This design comes from an exercise in tuning for small area, a short achievable clock period and few clock cycles per item on the open sky130 flow, not from production work. RTL that was checked went through simulation tests only; none was proved equivalent to the original.

==> flow/design.v (excerpt) <==
module rgb_hsv_color_gate (
	input  logic        clk,
	input  logic        arst_n,
	input  logic        pix_valid,
	output logic        pix_ready,
	input  logic [7:0]  pix_red,
	input  logic [7:0]  pix_green,
	input  logic [7:0]  pix_blue,
	input  logic        pix_last_of_cloud,
	output logic        hsv_valid,
	input  logic        hsv_ready,
	output logic [11:0] hsv_hue,
	output logic [11:0] hsv_saturation,
	output logic [7:0]  hsv_brightness,
	output logic        hsv_keep,
	output logic        hsv_last_out,
	input  logic        cfg_en,
	input  logic [1:0]  cfg_index,
	input  logic [7:0]  cfg_data
);
	logic [7:0] lim_hmin, lim_hmax, lim_smin, lim_smax;
	always_ff @(posedge clk or negedge arst_n) begin
		if (!arst_n) begin
			lim_hmin <= 8'd90;
			lim_hmax <= 8'd180;
			lim_smin <= 8'd40;
			lim_smax <= 8'd90;
		end else if (cfg_en) begin
			case (cfg_index)
				2'd0: lim_hmin <= cfg_data;
				2'd1: lim_hmax <= cfg_data;
				2'd2: lim_smin <= cfg_data;
				default: lim_smax <= cfg_data;
			endcase
		end
	end
	logic adv;   
	logic [6:0] vld;   
	assign adv = hsv_ready || !vld[6];
	logic [7:0] in_r, in_g, in_b;
	logic       in_last, in_valid;
	assign pix_ready = adv;
	assign in_valid  = pix_valid;
	assign {in_last, in_r, in_g, in_b} = {pix_last_of_cloud, pix_red, pix_green, pix_blue};
	logic rg_s0_p1, rb_s0_p1, gb_s0_p1;   
	rhc_sub #(.W(8)) u_rg_s0_p1 (.a(in_r), .b(in_g), .diff(), .diffm(), .ge(rg_s0_p1));
	rhc_sub #(.W(8)) u_rb_s0_p1 (.a(in_r), .b(in_b), .diff(), .diffm(), .ge(rb_s0_p1));
	rhc_sub #(.W(8)) u_gb_s0_p1 (.a(in_g), .b(in_b), .diff(), .diffm(), .ge(gb_s0_p1));
	logic [7:0] v_s0_p1, md_s0_p1, mn_s0_p1, xa_s0_p1, xb_s0_p1, d_s0_p1, x_s0_p1, rs_s0_p1;
  ...
==> module rhc_step, before the edit <==
module rhc_step (
	input  logic [7:0] r,
	input  logic       b,
	input  logic [7:0] v,
	output logic [7:0] ro,
	output logic       q
);
	localparam int W = 9;
	logic [W-1:0] a, nv, g, p;
	assign a  = {r, b};
	assign nv = ~{1'b0, v};
	assign g  = a & nv;
	assign p  = a ^ nv;
	logic [W-1:0] gl [0:4];
	logic [W-1:0] pl [0:4];
	always_comb begin
		gl[0] = g;
		pl[0] = p;
		gl[0][0] = g[0] | p[0];
		pl[0][0] = 1'b0;
		for (int l = 0; l < 4; l++) begin
			for (int i = 0; i < W; i++) begin
				if ((i >> l) % 2 == 1) begin
					gl[l+1][i] = gl[l][i] | (pl[l][i] & gl[l][((i >> l) << l) - 1]);
					pl[l+1][i] = pl[l][i] & pl[l][((i >> l) << l) - 1];
				end else begin
					gl[l+1][i] = gl[l][i];
					pl[l+1][i] = pl[l][i];
				end
			end
		end
	end
	logic [W:0] c;
	assign c = {gl[4], 1'b1};
	assign q  = c[W];
	assign ro = q ? (p[7:0] ^ c[7:0]) : a[7:0];
endmodule
clock: 5.5 ns
lec_check: 0
abc_area: 1
cap_margin: 20
core_margin: 2
core_utilization: 40
cts_buf_list: sky130_fd_sc_hd__clkbuf_4 sky130_fd_sc_hd__clkbuf_8
place_density: 0.6
setup_slack_margin: 2.3
slew_margin: 20
standard.sh (not shown) runs the stock make flow with config.mk's settings and CLKGATE_MAP_FILE= SYNTH_SCRIPT=/design/flow/synth_recipe.tcl, a recipe that flattens the netlist after the stock synthesis.
==> flow/flow/run.sh <==
#!/bin/bash
# The standard layout (standard.sh), except that synthesis leaves adders and
# comparators to ABC instead of mapping them onto the library's full/half adder
# cells (ADDER_MAP_FILE empty skips ORFS's extract_fa/techmap adder step).
# Each step's full output goes to its own log in this folder.
set -euo pipefail
export ADDER_MAP_FILE=
# ports get a plain buf_2 instead of the delay buffer buffer_ports picks by default
export BUFFER_PORTS_ARGS="-buffer_cell sky130_fd_sc_hd__buf_2"
bash standard.sh synth > synth.log 2>&1
bash standard.sh floorplan > floorplan.log 2>&1
bash standard.sh place > place.log 2>&1
bash standard.sh cts > cts.log 2>&1
bash standard.sh route > route.log 2>&1
bash standard.sh finish > finish.log 2>&1
The first run completed without violations.
Testbench counts at the start, summed over its fixed seeds: cycles 12,056, items 12,000.
==> next run, changes <==
--- a/flow/design.v
+++ b/flow/design.v
@@ -7,36 +7,28 @@
 	input  logic [7:0] v,
 	output logic [7:0] ro,
 	output logic       q
 );
-	localparam int W = 9;
-	logic [W-1:0] a, nv, g, p;
+	logic [8:0] a, nv, g, p;
 	assign a  = {r, b};
 	assign nv = ~{1'b0, v};
 	assign g  = a & nv;
 	assign p  = a ^ nv;
-	logic [W-1:0] gl [0:4];
-	logic [W-1:0] pl [0:4];
-	always_comb begin
-		gl[0] = g;
-		pl[0] = p;
-		gl[0][0] = g[0] | p[0];
-		pl[0][0] = 1'b0;
-		for (int l = 0; l < 4; l++) begin
-			for (int i = 0; i < W; i++) begin
-				if ((i >> l) % 2 == 1) begin
-					gl[l+1][i] = gl[l][i] | (pl[l][i] & gl[l][((i >> l) << l) - 1]);
-					pl[l+1][i] = pl[l][i] & pl[l][((i >> l) << l) - 1];
-				end else begin
-					gl[l+1][i] = gl[l][i];
-					pl[l+1][i] = pl[l][i];
-				end
-			end
-		end
+	logic [2:0] gg, gp;
+	for (genvar k = 0; k < 3; k++) begin : grp
+		assign gg[k] = g[3*k+2] | (p[3*k+2] & g[3*k+1]) | (p[3*k+2] & p[3*k+1] & g[3*k]);
+		assign gp[k] = p[3*k+2] & p[3*k+1] & p[3*k];
 	end
-	logic [W:0] c;
-	assign c = {gl[4], 1'b1};
-	assign q  = c[W];
+	logic [9:0] c;
+	assign c[0] = 1'b1;
+	assign c[3] = gg[0] | gp[0];
+	assign c[6] = gg[1] | (gp[1] & c[3]);
+	assign c[9] = gg[2] | (gp[2] & c[6]);
+	for (genvar k = 0; k < 3; k++) begin : inner
+		assign c[3*k+1] = g[3*k] | (p[3*k] & c[3*k]);
+		assign c[3*k+2] = g[3*k+1] | (p[3*k+1] & g[3*k]) | (p[3*k+1] & p[3*k] & c[3*k]);
+	end
+	assign q  = c[9];
 	assign ro = q ? (p[7:0] ^ c[7:0]) : a[7:0];
 endmodule
 module rhc_sub #(
 	parameter int W = 8
What happened:
- The changed run ran to the end with no violations
- sequential share of layout area grows by 0.23 points
- cell area went down by 0.61%
- worst hold slack is about the same
- register-to-register slack is about the same
- cell count came out lower by 1.1%
- maximum frequency came out lower by 1.7%
- global-route usage grows by 1.2 points
- die area decreases by 1.4%
- first-iteration DRC count drops by 2.0%
The RTL of the second run of this note was laid out without a check of its function.

========
== run a ==
rgb_hsv_color_gate, a different RTL version from the one above (not shown whole).
For scale: ~76 I/O pins, about 0.023 mm^2 of cells after synthesis.
==> module rhc_sub, before the edit <==
module rhc_sub #(
	parameter int W = 8
) (
	input  logic [W-1:0] a,
	input  logic [W-1:0] b,
	output logic [W-1:0] diff,    
	output logic [W-1:0] diffm,   
	output logic         ge       
);
	localparam int L = $clog2(W);
	logic [W-1:0] g, p;
	assign g = a & ~b;
	assign p = a ^ ~b;
	logic [W-1:0] gl [0:L];
	logic [W-1:0] pl [0:L];
	always_comb begin
		gl[0] = g;
		pl[0] = p;
		for (int l = 0; l < L; l++) begin
			for (int i = 0; i < W; i++) begin
				if ((i >> l) % 2 == 1) begin
					gl[l+1][i] = gl[l][i] | (pl[l][i] & gl[l][((i >> l) << l) - 1]);
					pl[l+1][i] = pl[l][i] & pl[l][((i >> l) << l) - 1];
				end else begin
					gl[l+1][i] = gl[l][i];
					pl[l+1][i] = pl[l][i];
				end
			end
		end
	end
	logic [W:0] c0, c1;
	assign c0 = {gl[L], 1'b0};
	assign c1 = {gl[L] | pl[L], 1'b1};
	assign diff  = p ^ c1[W-1:0];
	assign diffm = p ^ c0[W-1:0];
	assign ge    = c1[W];
endmodule
==> flow/config.mk <==
export PLATFORM = sky130hd
export DESIGN_NAME = rgb_hsv_color_gate
export DESIGN_NICKNAME = rgb_hsv_color_gate
export VERILOG_FILES = /design/flow/design.v
export SDC_FILE = /design/flow/constraint.sdc
export NUM_CORES = 4
export LEC_CHECK = 0
export ABC_AREA = 1
export CAP_MARGIN = 20
export CORE_MARGIN = 2
export CORE_UTILIZATION = 40
export CTS_BUF_LIST = sky130_fd_sc_hd__clkbuf_4 sky130_fd_sc_hd__clkbuf_8
export PLACE_DENSITY = 0.6
export SETUP_SLACK_MARGIN = 2.3
export SLEW_MARGIN = 20
==> flow/constraint.sdc <==
create_clock -name core_clock -period 5.5 [get_ports {clk}]
set_input_delay 1.1000 -clock core_clock [delete_from_list [all_inputs] [get_ports {clk}]]
set_output_delay 1.1000 -clock core_clock [all_outputs]
set_load 0.01 [all_outputs]
Scripts as last shown in full above: flow/flow/run.sh
For run b, these inputs were changed with respect to run a:
--- a/flow/design.v
+++ b/flow/design.v
@@ -46,9 +46,9 @@
 	output logic [W-1:0] diff,    
 	output logic [W-1:0] diffm,   
 	output logic         ge       
 );
-	localparam int L = $clog2(W);
+	localparam int L = (W > 8) ? 4 : (W > 4) ? 3 : (W > 2) ? 2 : 1;   
 	logic [W-1:0] g, p;
 	assign g = a & ~b;
 	assign p = a ^ ~b;
 	logic [W-1:0] gl [0:L];
Results
Summary of run b over run a: port buffer count barely changed, number of multi-input combinational cells in the layout barely changed, sequential cell count barely changed.
Testbench counts of run b, summed over its fixed seeds: cycles 12,056, items 12,000.
Only the layout flow was run in run a; the RTL was not checked for function there.

========
== S ==
Another version of the RTL of rgb_hsv_color_gate (not shown whole).
For scale: ~22000 um2 of cells after synthesis.
==> module rhc_step, before the edit <==
module rhc_step (
	input  logic [7:0] r,
	input  logic       b,
	input  logic [7:0] v,
	output logic [7:0] ro,
	output logic       q
);
	logic [8:0] a, nv, g, p;
	assign a  = {r, b};
	assign nv = ~{1'b0, v};
	assign g  = a & nv;
	assign p  = a ^ nv;
	logic [2:0] gg, gp;
	for (genvar k = 0; k < 3; k++) begin : grp
		assign gg[k] = g[3*k+2] | (p[3*k+2] & g[3*k+1]) | (p[3*k+2] & p[3*k+1] & g[3*k]);
		assign gp[k] = p[3*k+2] & p[3*k+1] & p[3*k];
	end
	logic [9:0] c;
	assign c[0] = 1'b1;
	assign c[3] = gg[0] | gp[0];
	assign c[6] = gg[1] | (gp[1] & c[3]);
	assign c[9] = gg[2] | (gp[2] & c[6]);
	for (genvar k = 0; k < 3; k++) begin : inner
		assign c[3*k+1] = g[3*k] | (p[3*k] & c[3*k]);
		assign c[3*k+2] = g[3*k+1] | (p[3*k+1] & g[3*k]) | (p[3*k+1] & p[3*k] & c[3*k]);
	end
	assign q  = c[9];
	assign ro = q ? (p[7:0] ^ c[7:0]) : a[7:0];
endmodule
==> module rhc_sub, before the edit <==
module rhc_sub #(
	parameter int W = 8
) (
	input  logic [W-1:0] a,
	input  logic [W-1:0] b,
	output logic [W-1:0] diff,    
	output logic [W-1:0] diffm,   
	output logic         ge       
);
	localparam int L = (W > 8) ? 4 : (W > 4) ? 3 : (W > 2) ? 2 : 1;   
	logic [W-1:0] g, p;
	assign g = a & ~b;
	assign p = a ^ ~b;
	logic [W-1:0] gl [0:L];
	logic [W-1:0] pl [0:L];
	always_comb begin
		gl[0] = g;
		pl[0] = p;
		for (int l = 0; l < L; l++) begin
			for (int i = 0; i < W; i++) begin
				if ((i >> l) % 2 == 1) begin
					gl[l+1][i] = gl[l][i] | (pl[l][i] & gl[l][((i >> l) << l) - 1]);
					pl[l+1][i] = pl[l][i] & pl[l][((i >> l) << l) - 1];
				end else begin
					gl[l+1][i] = gl[l][i];
					pl[l+1][i] = pl[l][i];
				end
			end
		end
	end
	logic [W:0] c0, c1;
	assign c0 = {gl[L], 1'b0};
	assign c1 = {gl[L] | pl[L], 1'b1};
	assign diff  = p ^ c1[W-1:0];
	assign diffm = p ^ c0[W-1:0];
	assign ge    = c1[W];
endmodule
export LEC_CHECK = 0
export ABC_AREA = 1
export CAP_MARGIN = 20
export CORE_MARGIN = 2
export CORE_UTILIZATION = 40
export CTS_BUF_LIST = sky130_fd_sc_hd__clkbuf_4 sky130_fd_sc_hd__clkbuf_8
export PLACE_DENSITY = 0.6
export SETUP_SLACK_MARGIN = 2.1
export SLEW_MARGIN = 20
create_clock -name core_clock -period 5.5 [get_ports {clk}]
Scripts as last shown in full above: flow/flow/run.sh
Testbench counts of S, summed over its fixed seeds: cycles 12,056, items 12,000.
> inputs changed (S -> P)
--- a/flow/design.v
+++ b/flow/design.v
@@ -7,28 +7,36 @@
 	input  logic [7:0] v,
 	output logic [7:0] ro,
 	output logic       q
 );
-	logic [8:0] a, nv, g, p;
+	localparam int W = 9;
+	logic [W-1:0] a, nv, g, p;
 	assign a  = {r, b};
 	assign nv = ~{1'b0, v};
 	assign g  = a & nv;
 	assign p  = a ^ nv;
-	logic [2:0] gg, gp;
-	for (genvar k = 0; k < 3; k++) begin : grp
-		assign gg[k] = g[3*k+2] | (p[3*k+2] & g[3*k+1]) | (p[3*k+2] & p[3*k+1] & g[3*k]);
-		assign gp[k] = p[3*k+2] & p[3*k+1] & p[3*k];
+	logic [W-1:0] gl [0:4];
+	logic [W-1:0] pl [0:4];
+	always_comb begin
+		gl[0] = g;
+		pl[0] = p;
+		gl[0][0] = g[0] | p[0];
+		pl[0][0] = 1'b0;
+		for (int l = 0; l < 4; l++) begin
+			for (int i = 0; i < W; i++) begin
+				if ((i >> l) % 2 == 1) begin
+					gl[l+1][i] = gl[l][i] | (pl[l][i] & gl[l][((i >> l) << l) - 1]);
+					pl[l+1][i] = pl[l][i] & pl[l][((i >> l) << l) - 1];
+				end else begin
+					gl[l+1][i] = gl[l][i];
+					pl[l+1][i] = pl[l][i];
+				end
+			end
+		end
 	end
-	logic [9:0] c;
-	assign c[0] = 1'b1;
-	assign c[3] = gg[0] | gp[0];
-	assign c[6] = gg[1] | (gp[1] & c[3]);
-	assign c[9] = gg[2] | (gp[2] & c[6]);
-	for (genvar k = 0; k < 3; k++) begin : inner
-		assign c[3*k+1] = g[3*k] | (p[3*k] & c[3*k]);
-		assign c[3*k+2] = g[3*k+1] | (p[3*k+1] & g[3*k]) | (p[3*k+1] & p[3*k] & c[3*k]);
-	end
-	assign q  = c[9];
+	logic [W:0] c;
+	assign c = {gl[4], 1'b1};
+	assign q  = c[W];
 	assign ro = q ? (p[7:0] ^ c[7:0]) : a[7:0];
 endmodule
 module rhc_sub #(
 	parameter int W = 8
@@ -38,9 +46,9 @@
 	output logic [W-1:0] diff,    
 	output logic [W-1:0] diffm,   
 	output logic         ge       
 );
-	localparam int L = (W > 8) ? 4 : (W > 4) ? 3 : (W > 2) ? 2 : 1;   
+	localparam int L = $clog2(W);
 	logic [W-1:0] g, p;
 	assign g = a & ~b;
 	assign p = a ^ ~b;
 	logic [W-1:0] gl [0:L];
Results
Taking S as the reference point, the floorplan row count of P rises by 1.
Summary — total wire length, P relative to S: lower, by 4.9%.
Taking S as the reference, in P worst setup slack saw an increase, arrival time of data at the critical path endpoint saw a decrease.
A launching element of the worst setup path of pix_red[4] is what P shows, while pix_blue[7] belongs to S.
The RTL of P was laid out without a check of its function.

[static timing again, ports no longer ideal]
Ports are ideal in the flow. The routed layouts listed here were re-timed in OpenROAD.
Step 1: set_driving_cell puts a clkbuf_16 on clk and a buf_2 on each other input, an assumption about the parent block.
Step 2 adds t to the input delays and takes it off the output delays; t is the mean of the earliest and latest rising clock arrival at the registers after step 1. Input paths then give back, and output paths get back, about the clock's delay inside the block.
a / b / c = no drivers / after step 1 / after step 2; a / b = the first two.
run	t, ns	setup WS [ns]	worst setup path at the end	clock arrival spread, ns	cell pins on the clock port's net
the first run of note 1	0.686	2.452 / 2.452 / 1.806	input to register	0.038 / 0.038	1
the second run of note 1	0.701	2.398 / 2.412 / 1.733	input to register	0.049 / 0.050	1
run a	0.697	2.443 / 2.443 / 1.772	input to register	0.035 / 0.034	1
run b	0.697	2.443 / 2.443 / 1.772	input to register	0.035 / 0.034	1
S	0.700	2.266 / 2.304 / 1.604	input to register	0.042 / 0.042	1
P	0.685	2.274 / 2.307 / 1.621	input to register	0.043 / 0.043	1
After both steps every run listed still meets setup and hold.
